Source: an optimization exercise on an open RTL-to-GDS flow (aim: a short achievable clock period and few clock cycles). Production flows keep margins and buffers that such runs may drop. The RTL was checked by simulation tests, not by an equivalence proof against the original design. No activity file was given, so power comes from the tool's default toggle rates.

**design/flow/run.sh**
```bash
#!/bin/bash
# synth_recipe.tcl (not shown) runs the flow's synth.tcl, then flattens the netlist and writes it again
# the make line also repeats each setting of config.mk as NAME=value (left out here)
make -C /OpenROAD-flow-scripts/flow DESIGN_CONFIG=/design/flow/config.mk WORK_HOME=/design/flow/orfs CLKGATE_MAP_FILE= SYNTH_SCRIPT=/design/flow/synth_recipe.tcl finish
```
**design/flow/config.mk**
```make
export PLATFORM = sky130hd
export DESIGN_NAME = mips_cpu_harvard
export DESIGN_NICKNAME = mips_cpu_harvard
export VERILOG_FILES = /design/flow/design.v
export SDC_FILE = /design/flow/constraint.sdc
export NUM_CORES = 4
export LEC_CHECK = 0
export CAP_MARGIN = 20
export CORE_MARGIN = 2
export CORE_UTILIZATION = 40
export SLEW_MARGIN = 20
```
**design/flow/constraint.sdc**
```tcl
create_clock -name core_clock -period 12.0 [get_ports {clk}]
set_input_delay 2.4000 -clock core_clock [delete_from_list [all_inputs] [get_ports {clk}]]
set_output_delay 2.4000 -clock core_clock [all_outputs]
set_load 0.01 [all_outputs]
```
**design/flow/design.v**
```verilog
`default_nettype none
package mips_pkg;
  typedef logic [31:0] word_t;
  typedef logic [4:0]  reg_idx_t;
  typedef union packed {
    struct packed {
      logic [5:0] opcode;
      reg_idx_t   rs;
      reg_idx_t   rt;
      reg_idx_t   rd;
      logic [4:0] shamt;
      logic [5:0] funct;
    } r;
    struct packed {
      logic [5:0]  opcode;
      reg_idx_t    rs;
      reg_idx_t    rt;
      logic [15:0] imm16;
    } i;
    struct packed {
      logic [5:0]  opcode;
      logic [25:0] target26;
    } j;
  } instr_u;
  typedef enum logic [3:0] {
    ALU_ADD,
    ALU_SUB,
    ALU_AND,
    ALU_OR,
    ALU_XOR,
    ALU_SLT,
    ALU_SLTU,
    ALU_SLL,
    ALU_SRL,
    ALU_LUI
  } alu_op_t;
  typedef enum logic [1:0] {
    WB_ALU,
    WB_MEM,
    WB_LINK
  } wb_sel_t;
  typedef enum logic [2:0] {
    FLOW_SEQ,
    FLOW_BEQ,
    FLOW_BNE,
    FLOW_JUMP,
    FLOW_JR
  } flow_t;
  localparam logic [5:0] OP_SPECIAL = 6'h00;
  localparam logic [5:0] OP_J       = 6'h02;
  localparam logic [5:0] OP_JAL     = 6'h03;
  localparam logic [5:0] OP_BEQ     = 6'h04;
  localparam logic [5:0] OP_BNE     = 6'h05;
  localparam logic [5:0] OP_ADDIU   = 6'h09;
  localparam logic [5:0] OP_SLTI    = 6'h0a;
  localparam logic [5:0] OP_ANDI    = 6'h0c;
  localparam logic [5:0] OP_ORI     = 6'h0d;
  localparam logic [5:0] OP_XORI    = 6'h0e;
  localparam logic [5:0] OP_LUI     = 6'h0f;
  localparam logic [5:0] OP_LW      = 6'h23;
  localparam logic [5:0] OP_SW      = 6'h2b;
  localparam logic [5:0] FN_SLL  = 6'h00;
  localparam logic [5:0] FN_SRL  = 6'h02;
  localparam logic [5:0] FN_JR   = 6'h08;
  localparam logic [5:0] FN_ADDU = 6'h21;
  localparam logic [5:0] FN_SUBU = 6'h23;
  localparam logic [5:0] FN_AND  = 6'h24;
  localparam logic [5:0] FN_OR   = 6'h25;
  localparam logic [5:0] FN_XOR  = 6'h26;
  localparam logic [5:0] FN_SLT  = 6'h2a;
  localparam logic [5:0] FN_SLTU = 6'h2b;
  localparam word_t    RESET_VECTOR = 32'hbfc0_0000;
  localparam reg_idx_t REG_V0       = 5'd2;
  localparam reg_idx_t REG_RA       = 5'd31;
endpackage
`default_nettype wire
`default_nettype none
import mips_pkg::*;
module mips_decoder
(
  input  mips_pkg::instr_u  instr,
  input  logic    zero,
  output mips_pkg::alu_op_t alu_op,
  output logic    use_imm,
  output logic    sign_ext,
  output logic    reg_dst_rd,
  output logic    link,
  output mips_pkg::wb_sel_t wb_sel,
  output logic    reg_write,
  output logic    mem_read,
  output logic    mem_write,
  output mips_pkg::flow_t   flow,
  output logic    take
);
  always_comb
  begin
    alu_op     = ALU_ADD;
    use_imm    = 1'b0;
    sign_ext   = 1'b1;
    reg_dst_rd = 1'b0;
    link       = 1'b0;
    wb_sel     = WB_ALU;
    reg_write  = 1'b0;
    mem_read   = 1'b0;
    mem_write  = 1'b0;
    flow       = FLOW_SEQ;
    case (instr.r.opcode)
      OP_SPECIAL:
      begin
        reg_dst_rd = 1'b1;
        reg_write  = 1'b1;
        case (instr.r.funct)
          FN_ADDU: alu_op = ALU_ADD;
          FN_SUBU: alu_op = ALU_SUB;
          FN_AND:  alu_op = ALU_AND;
          FN_OR:   alu_op = ALU_OR;
          FN_XOR:  alu_op = ALU_XOR;
          FN_SLT:  alu_op = ALU_SLT;
          FN_SLTU: alu_op = ALU_SLTU;
          FN_SLL:  alu_op = ALU_SLL;
          FN_SRL:  alu_op = ALU_SRL;
          FN_JR:
          begin
            reg_write = 1'b0;
            flow      = FLOW_JR;
          end
          default: reg_write = 1'b0;
        endcase
      end
      OP_ADDIU, OP_SLTI, OP_ANDI, OP_ORI, OP_XORI, OP_LUI:
      begin
        use_imm   = 1'b1;
        reg_write = 1'b1;
        case (instr.i.opcode)
          OP_SLTI: alu_op = ALU_SLT;
          OP_ANDI: alu_op = ALU_AND;
          OP_ORI:  alu_op = ALU_OR;
          OP_XORI: alu_op = ALU_XOR;
          OP_LUI:  alu_op = ALU_LUI;
          default: alu_op = ALU_ADD;
        endcase
        sign_ext = !(instr.i.opcode == OP_ANDI || instr.i.opcode == OP_ORI ||
                     instr.i.opcode == OP_XORI);
      end
      OP_LW:
      begin
        use_imm   = 1'b1;
        mem_read  = 1'b1;
        wb_sel    = WB_MEM;
        reg_write = 1'b1;
      end
      OP_SW:
      begin
        use_imm   = 1'b1;
        mem_write = 1'b1;
      end
      OP_BEQ: flow = FLOW_BEQ;
      OP_BNE: flow = FLOW_BNE;
      OP_J:   flow = FLOW_JUMP;
      OP_JAL:
      begin
        flow      = FLOW_JUMP;
        link      = 1'b1;
        wb_sel    = WB_LINK;
        reg_write = 1'b1;
      end
      default: ;
    endcase
  end
  assign take = (flow == FLOW_BEQ && zero) || (flow == FLOW_BNE && !zero) ||
                flow == FLOW_JUMP || flow == FLOW_JR;
endmodule
`default_nettype wire
`default_nettype none
import mips_pkg::*;
module mips_regfile
(
  input  logic     clk,
  input  logic     reset,
  input  logic     write_en,
  input  mips_pkg::reg_idx_t write_idx,
  input  mips_pkg::word_t    write_data,
  input  mips_pkg::reg_idx_t read_idx_a,
  input  mips_pkg::reg_idx_t read_idx_b,
  output mips_pkg::word_t    read_a,
  output mips_pkg::word_t    read_b,
  output mips_pkg::word_t    register_v0
);
  mips_pkg::word_t regs [0:31];
  always_ff @(posedge clk)
  begin
    if (reset)
    begin
      for (int k = 0; k < 32; k++)
      begin
        regs[k] <= '0;
      end
    end
    else if (write_en && write_idx != '0)
    begin
      regs[write_idx] <= write_data;
    end
  end
  assign read_a      = regs[read_idx_a];
  assign read_b      = regs[read_idx_b];
  assign register_v0 = regs[REG_V0];
endmodule
`default_nettype wire
`default_nettype none
import mips_pkg::*;
module mips_alu
(
  input  mips_pkg::alu_op_t    op,
  input  mips_pkg::word_t      a,
  input  mips_pkg::word_t      b,
  input  logic [4:0] shamt,
  output mips_pkg::word_t      result,
  output logic       zero
);
  logic lt_signed;
  logic lt_unsigned;
  assign lt_signed   = $signed(a) < $signed(b);
  assign lt_unsigned = a < b;
  always_comb
  begin
    case (op)
      ALU_ADD:  result = a + b;
      ALU_SUB:  result = a - b;
      ALU_AND:  result = a & b;
      ALU_OR:   result = a | b;
      ALU_XOR:  result = a ^ b;
      ALU_SLT:  result = {31'b0, lt_signed};
      ALU_SLTU: result = {31'b0, lt_unsigned};
      ALU_SLL:  result = b << shamt;
      ALU_SRL:  result = b >> shamt;
      ALU_LUI:  result = {b[15:0], 16'h0000};
      default:  result = '0;
    endcase
  end
  assign zero = (a == b);
endmodule
`default_nettype wire
`default_nettype none
import mips_pkg::*;
module mips_fetch
(
  input  logic  clk,
  input  logic  reset,
  input  logic  clk_enable,
  input  logic  take,
  input  mips_pkg::word_t target,
  output mips_pkg::word_t pc
);
  logic  pending;
  mips_pkg::word_t target_q;
  mips_pkg::word_t pc_next;
  assign pc_next = pending ? target_q : pc + 32'd4;
  always_ff @(posedge clk)
  begin
    if (reset)
    begin
      pc      <= RESET_VECTOR;
      pending <= 1'b0;
    end
    else if (clk_enable)
    begin
      pc      <= pc_next;
      pending <= take;
    end
  end
  always_ff @(posedge clk)
  begin
    if (clk_enable && take)
    begin
      target_q <= target;
    end
  end
endmodule
`default_nettype wire
`default_nettype none
import mips_pkg::*;
module mips_cpu_harvard
(
  input  logic        clk,
  input  logic        reset,
  output logic        active,
  output logic [31:0] register_v0,
  input  logic        clk_enable,
  output logic [31:0] instr_address,
  input  logic [31:0] instr_readdata,
  output logic [31:0] data_address,
  output logic        data_write,
  output logic        data_read,
  output logic [31:0] data_writedata,
  input  logic [31:0] data_readdata
);
  mips_pkg::instr_u   instr;
  mips_pkg::alu_op_t  alu_op;
  mips_pkg::wb_sel_t  wb_sel;
  mips_pkg::flow_t    flow;
  logic     use_imm;
  logic     sign_ext;
  logic     reg_dst_rd;
  logic     link;
  logic     reg_write;
  logic     mem_read;
  logic     mem_write;
  logic     take;
  logic     zero;
  mips_pkg::word_t    pc;
  mips_pkg::word_t    pc_plus4;
  mips_pkg::word_t    imm_ext;
  mips_pkg::word_t    target;
  mips_pkg::word_t    read_a;
  mips_pkg::word_t    read_b;
  mips_pkg::word_t    alu_b;
  mips_pkg::word_t    alu_result;
  mips_pkg::word_t    write_data;
  mips_pkg::reg_idx_t write_idx;
  assign instr         = instr_readdata;
  assign instr_address = pc;
  assign pc_plus4      = pc + 32'd4;
  mips_decoder decoder_inst (
    .instr(instr), .zero(zero), .alu_op(alu_op), .use_imm(use_imm),
    .sign_ext(sign_ext), .reg_dst_rd(reg_dst_rd), .link(link), .wb_sel(wb_sel),
    .reg_write(reg_write), .mem_read(mem_read), .mem_write(mem_write),
    .flow(flow), .take(take)
  );
  assign imm_ext = sign_ext ? {{16{instr.i.imm16[15]}}, instr.i.imm16}
                            : {16'h0000, instr.i.imm16};
  always_comb
  begin
    case (flow)
      FLOW_JUMP: target = {pc_plus4[31:28], instr.j.target26, 2'b00};
      FLOW_JR:   target = read_a;
      default:   target = pc_plus4 + {imm_ext[29:0], 2'b00};
    endcase
  end
  mips_fetch fetch_inst (
    .clk(clk), .reset(reset), .clk_enable(clk_enable),
    .take(take), .target(target), .pc(pc)
  );
  assign write_idx = link ? REG_RA : (reg_dst_rd ? instr.r.rd : instr.i.rt);
  always_comb
  begin
    case (wb_sel)
      WB_MEM:  write_data = data_readdata;
      WB_LINK: write_data = pc + 32'd8;
      default: write_data = alu_result;
    endcase
  end
  mips_regfile regfile_inst (
    .clk(clk), .reset(reset),
    .write_en(reg_write && active && clk_enable),
    .write_idx(write_idx), .write_data(write_data),
    .read_idx_a(instr.r.rs), .read_idx_b(instr.r.rt),
    .read_a(read_a), .read_b(read_b), .register_v0(register_v0)
  );
  assign alu_b = use_imm ? imm_ext : read_b;
  mips_alu alu_inst (
    .op(alu_op), .a(read_a), .b(alu_b), .shamt(instr.r.shamt),
    .result(alu_result), .zero(zero)
  );
  assign data_address   = alu_result;
  assign data_writedata = read_b;
  assign data_read      = mem_read && active;
  assign data_write     = mem_write && active;
  always_ff @(posedge clk)
  begin
    if (reset)
    begin
      active <= 1'b1;
    end
    else if (clk_enable && pc == '0)
    begin
      active <= 1'b0;
    end
  end
endmodule
`default_nettype wire
```
==> run notes <==
-- routing by layer --
layer / vias up / wire length (um) / GRT usage, %
li1: 23840 / - / -
met1: 29873 / 121000 / 45.9
met2: 4571 / 146000 / 54.0
met3: 956 / 40400 / 8.77
met4: 16 / 23400 / 21.6
met5: - / 103 / 0
-- area by class of cell --
type	count	area, sq um
Sequential cell	1090	32400
Clock inverter	67	572
Antenna cell	6	15.0
Multi-Input combinational cell	4408	35400
Fill cell	16442	98000
Timing Repair Buffer	562	5010
Tap cell	2355	2950
Clock buffer	149	3120
Inverter	119	447
-- sequential cells by signal, indices dropped and copies added, names as in the netlist --
signal and flops:
regfile_inst.regs 1024, fetch_inst.pc 32, fetch_inst.target_q 32, active 1, fetch_inst.pending 1
-- logic make-up after synthesis --
| group | Yosys count |
|---|---|
| compound gates | 1198 |
| xor+xnor | 93 |
| fa+ha+maj | 136 |
| buf+inv | 716 |
| flops | 1090 |
| mux | 964 |
| other cells | 1 |
| simple gates | 1985 |
-- synthesized netlist by cell type, types with 17 or more instances --
| cell type | n | area, sq um |
|---|---|---|
| dfxtp_1 | 34 | 681 |
| and3_1 | 21 | 131 |
| buf_2 | 137 | 686 |
| edfxtp_1 | 1056 | 31700 |
| and2_1 | 30 | 188 |
| or3_1 | 28 | 175 |
| a221oi_1 | 37 | 324 |
| mux2i_1 | 594 | 5950 |
| o211ai_1 | 34 | 255 |
| o21ai_0 | 102 | 510 |
| nor2_1 | 1096 | 4110 |
| mux4_2 | 350 | 7880 |
| nand2b_1 | 62 | 388 |
| xor2_1 | 42 | 368 |
| a221o_1 | 29 | 290 |
| ha_1 | 133 | 1660 |
| nor3_2 | 31 | 310 |
| a22oi_1 | 290 | 2180 |
| a21oi_1 | 275 | 1380 |
| nand4_1 | 28 | 175 |
| a31oi_1 | 21 | 131 |
| a211oi_1 | 35 | 263 |
| nor2_2 | 32 | 200 |
| nand3_1 | 87 | 435 |
| buf_6 | 32 | 360 |
| nor4_1 | 34 | 213 |
| buf_12 | 31 | 621 |
| clkbuf_8 | 45 | 619 |
| a21o_1 | 36 | 270 |
| xnor2_1 | 51 | 447 |
| buf_4 | 20 | 150 |
| nand2_1 | 266 | 998 |
| nor2_4 | 30 | 338 |
| buf_1 | 47 | 176 |
| o22ai_1 | 30 | 188 |
| o221ai_1 | 32 | 280 |
| nor3_1 | 128 | 641 |
| o31ai_1 | 18 | 135 |
| inv_1 | 112 | 420 |
| clkbuf_1 | 265 | 995 |
| nor4_2 | 17 | 213 |
| nor2b_1 | 23 | 144 |
-- through the flow --
step,instances,util [%]
floorplan,6214,-
global placement,8534,42.8
detailed placement,8534,42.8
CTS,8750,44.9
global route,8751,44.9
finish,8756,44.9
-- worst max-delay path, stage by stage --
cell             delay, ns
clkdlybuf4s50_1       0.54
buf_4                 0.21
nor2b_4               0.22
buf_12                0.32
buf_12                0.29
a22oi_1               0.14
a21oi_1               0.48
nor4_4                0.17
mux2i_1               0.24
inv_1                 0.11
ha_1                  0.40
inv_1                 0.13
a221oi_1              0.39
a21oi_1               0.25
o2111ai_1             0.49
a211oi_1              0.16
buf_4                 0.19
or2_2                 0.31
a311oi_1              0.29
nor2_1                0.07
o41ai_1               0.63
buf_4                 0.23
nand3_1               0.08
clkdlybuf4s50_1       0.53
-- worst max-delay path by stage --
stage	start	to	slack, ns	cells past startpoint
detailed placement	instr_readdata[17]	data_address[27]	0.45	24
CTS	instr_readdata[17]	data_address[27]	0.40	24
global route	instr_readdata[17]	data_address[27]	0.06	24
floorplan	instr_readdata[21]	data_address[30]	2.06	19
global placement	instr_readdata[17]	data_address[28]	0.22	19
finish	instr_readdata[17]	data_address[27]	0.26	24
-- where the power goes --
part | switching, uW | internal (uW)
combinational | 2620 | 1160
sequential | 83.7 | 4300
clock | 1620 | 1970
total | 4320 | 7430
==> impl_metrics.py <==
metrics = {
    "critical_path": {
        "cp_max_fo": 45,
        "cp_data_required_time_ns": 9.60,
        "setup.worst_path.end_class": "primary output",
        "reg2reg_from": "regfile_inst.regs[14][8]",
        "crit_arrival_ns": 9.34,
        "r2r.worst_path.cells": 22,
        "crit_path_start_kind": "input port",
        "worstSetupPathType": "in2out",
        "r2r_end": "regfile_inst.regs[16][30]",
        "r2r_setup_slack_ns": 5.16,
    },
    "grt": {
        "track_usage_pct": 35.6,
        "grt_max_degree": 85,
        "grt_overflow": 0,
        "grt_pass1_wl_mm": 453,
        "antenna_found_initial": 18,
        "grt_pass1_vias": 56896,
    },
    "timing": {
        "hold_viol": 0,
        "rsz0062_at_grt": "no",
        "layout_setup_ws_ns": 0.263,
        "slew_violations": 0,
        "holdWs_ns": 0.482,
        "timing.fmax_mhz": 85.2,
        "finalCriticalPeriod_ns": 11.74,
        "clock_skew_ns": 0.0586,
        "setup_viol": 0,
        "fin_tns_setup_ns": 0,
        "min_period_over_period_pct": 97.8,
        "maxSlewHeadroom_pct": 22.4,
        "tightest_slew_ns": 1.16,
    },
    "cts": {
        "postCtsSetupBuffers": 0,
        "clk_latency_ns": 0.81,
        "cts_hold_buf": 0,
        "cts_root_buf": "clkbuf_16",
        "clockBufferDepth": 3,
        "cts.repair.resized": 0,
        "numCtsBuffers": 118,
        "clkSinkCount": 1090,
        "path_clk_slew_ns": 0.07,
        "cts_tree": "done",
        "cts_max_level": 3,
    },
    "pwr": {
        "powerDensity_mw_per_mm2": 147,
        "p_total_uw": 11800,
        "ir_drop_mv": 0.155,
        "p_leak_uw": 0.0295,
    },
    "hold_path": {
        "hp-start": "fetch_inst.target_q[6]",
        "hold_class": "reg2reg",
        "holdPathEnd": "fetch_inst.pc[6]",
        "worstHoldPathCells": 2,
    },
    "synth": {
        "synthAdderAreaFrac_pct": 2.41,
        "synth_simple_gate_area_share_pct": 13.1,
        "synth-async-reset-ratio_pct": 0,
        "yosys_warnings": 5,
        "dominantRegCellSynth": "edfxtp_1",
        "synth-compound-area-share_pct": 12.2,
        "synth_seq_cells": 1090,
        "synth_xor_area_share_pct": 1.14,
        "synth.distinct_cells": 118,
        "synth_edf_count": 1056,
        "syn_area_per_cell_sq_um": 11.5,
        "syn_inst": 6183,
        "synth_seq_area_share_pct": 45.4,
        "synth_top_family_by_area": "multiplexers",
        "synthMuxAreaShare_pct": 19.7,
        "netlist_area_sq_mm": 0.0714,
    },
    "route": {
        "drt-pass1-iter-count": 6,
        "avgRoutedWirePerCell_um": 37.7,
        "drt_drc_violations_left": 0,
        "antenna_left": 0,
        "via_per_inst": 6.77,
        "first_iter_violations": 9549,
        "totalWireLength_mm": 331,
        "vias": 59256,
    },
    "floorplan": {
        "start_util_pct": 40.1,
        "coreArea_sq_mm": 0.178,
        "die_x_um": 426,
        "io_pins": 198,
        "num_rows": 155,
        "die_h_um": 426,
        "die-area_sq_mm": 0.182,
    },
    "placed_design": {
        "dp_slack_ns": 0.448,
        "place_congestion": 1.07,
        "placed_area_sq_mm": 0.0762,
        "place_hpwl_mm": 221,
        "portBuffers": 197,
    },
    "flow_run": {
        "max-cap-violations": 0,
    },
    "finish": {
        "finish.net_count": 6502,
        "final_layout_size_suffix_gt1_share_pct": 18.9,
        "layout_common_cells": "nor2_1, edfxtp_1, mux2i_1",
        "final_common_cell": "nor2_1",
        "fin_area_sq_mm": 0.0799,
        "syn2layout_area_growth_pct": 11.9,
    },
    "run_status": {
        "status": "finished clean",
    },
}
Testbench counts, summed over its fixed seeds: cycles 63,071.

==> static timing again, ports no longer ideal <==
Ports are ideal in the flow. The routed layout listed here was re-timed in OpenROAD. Step 1: set_driving_cell puts a clkbuf_16 on clk and a buf_2 on each other input, an assumption about the parent block. Step 2 also shifts input and output timing later by t, the mid clock arrival at the registers, as if the neighbouring blocks saw the same clock. Three values: ideal ports, drivers, drivers and shift; two values: the first two.
t, ns: 0.871
slack for setup (ns): 0.263 / 0.234 / 0.234
worst hold slack (ns): 0.482 / 0.482 / 0.482
worst slew at a driven data input, ns: 0.06
cell pins on the clock port's net: 1
After both steps this run still meets setup and hold. The setup slack of this run moves by -0.029 ns with the drivers and by -0.029 ns with both steps.
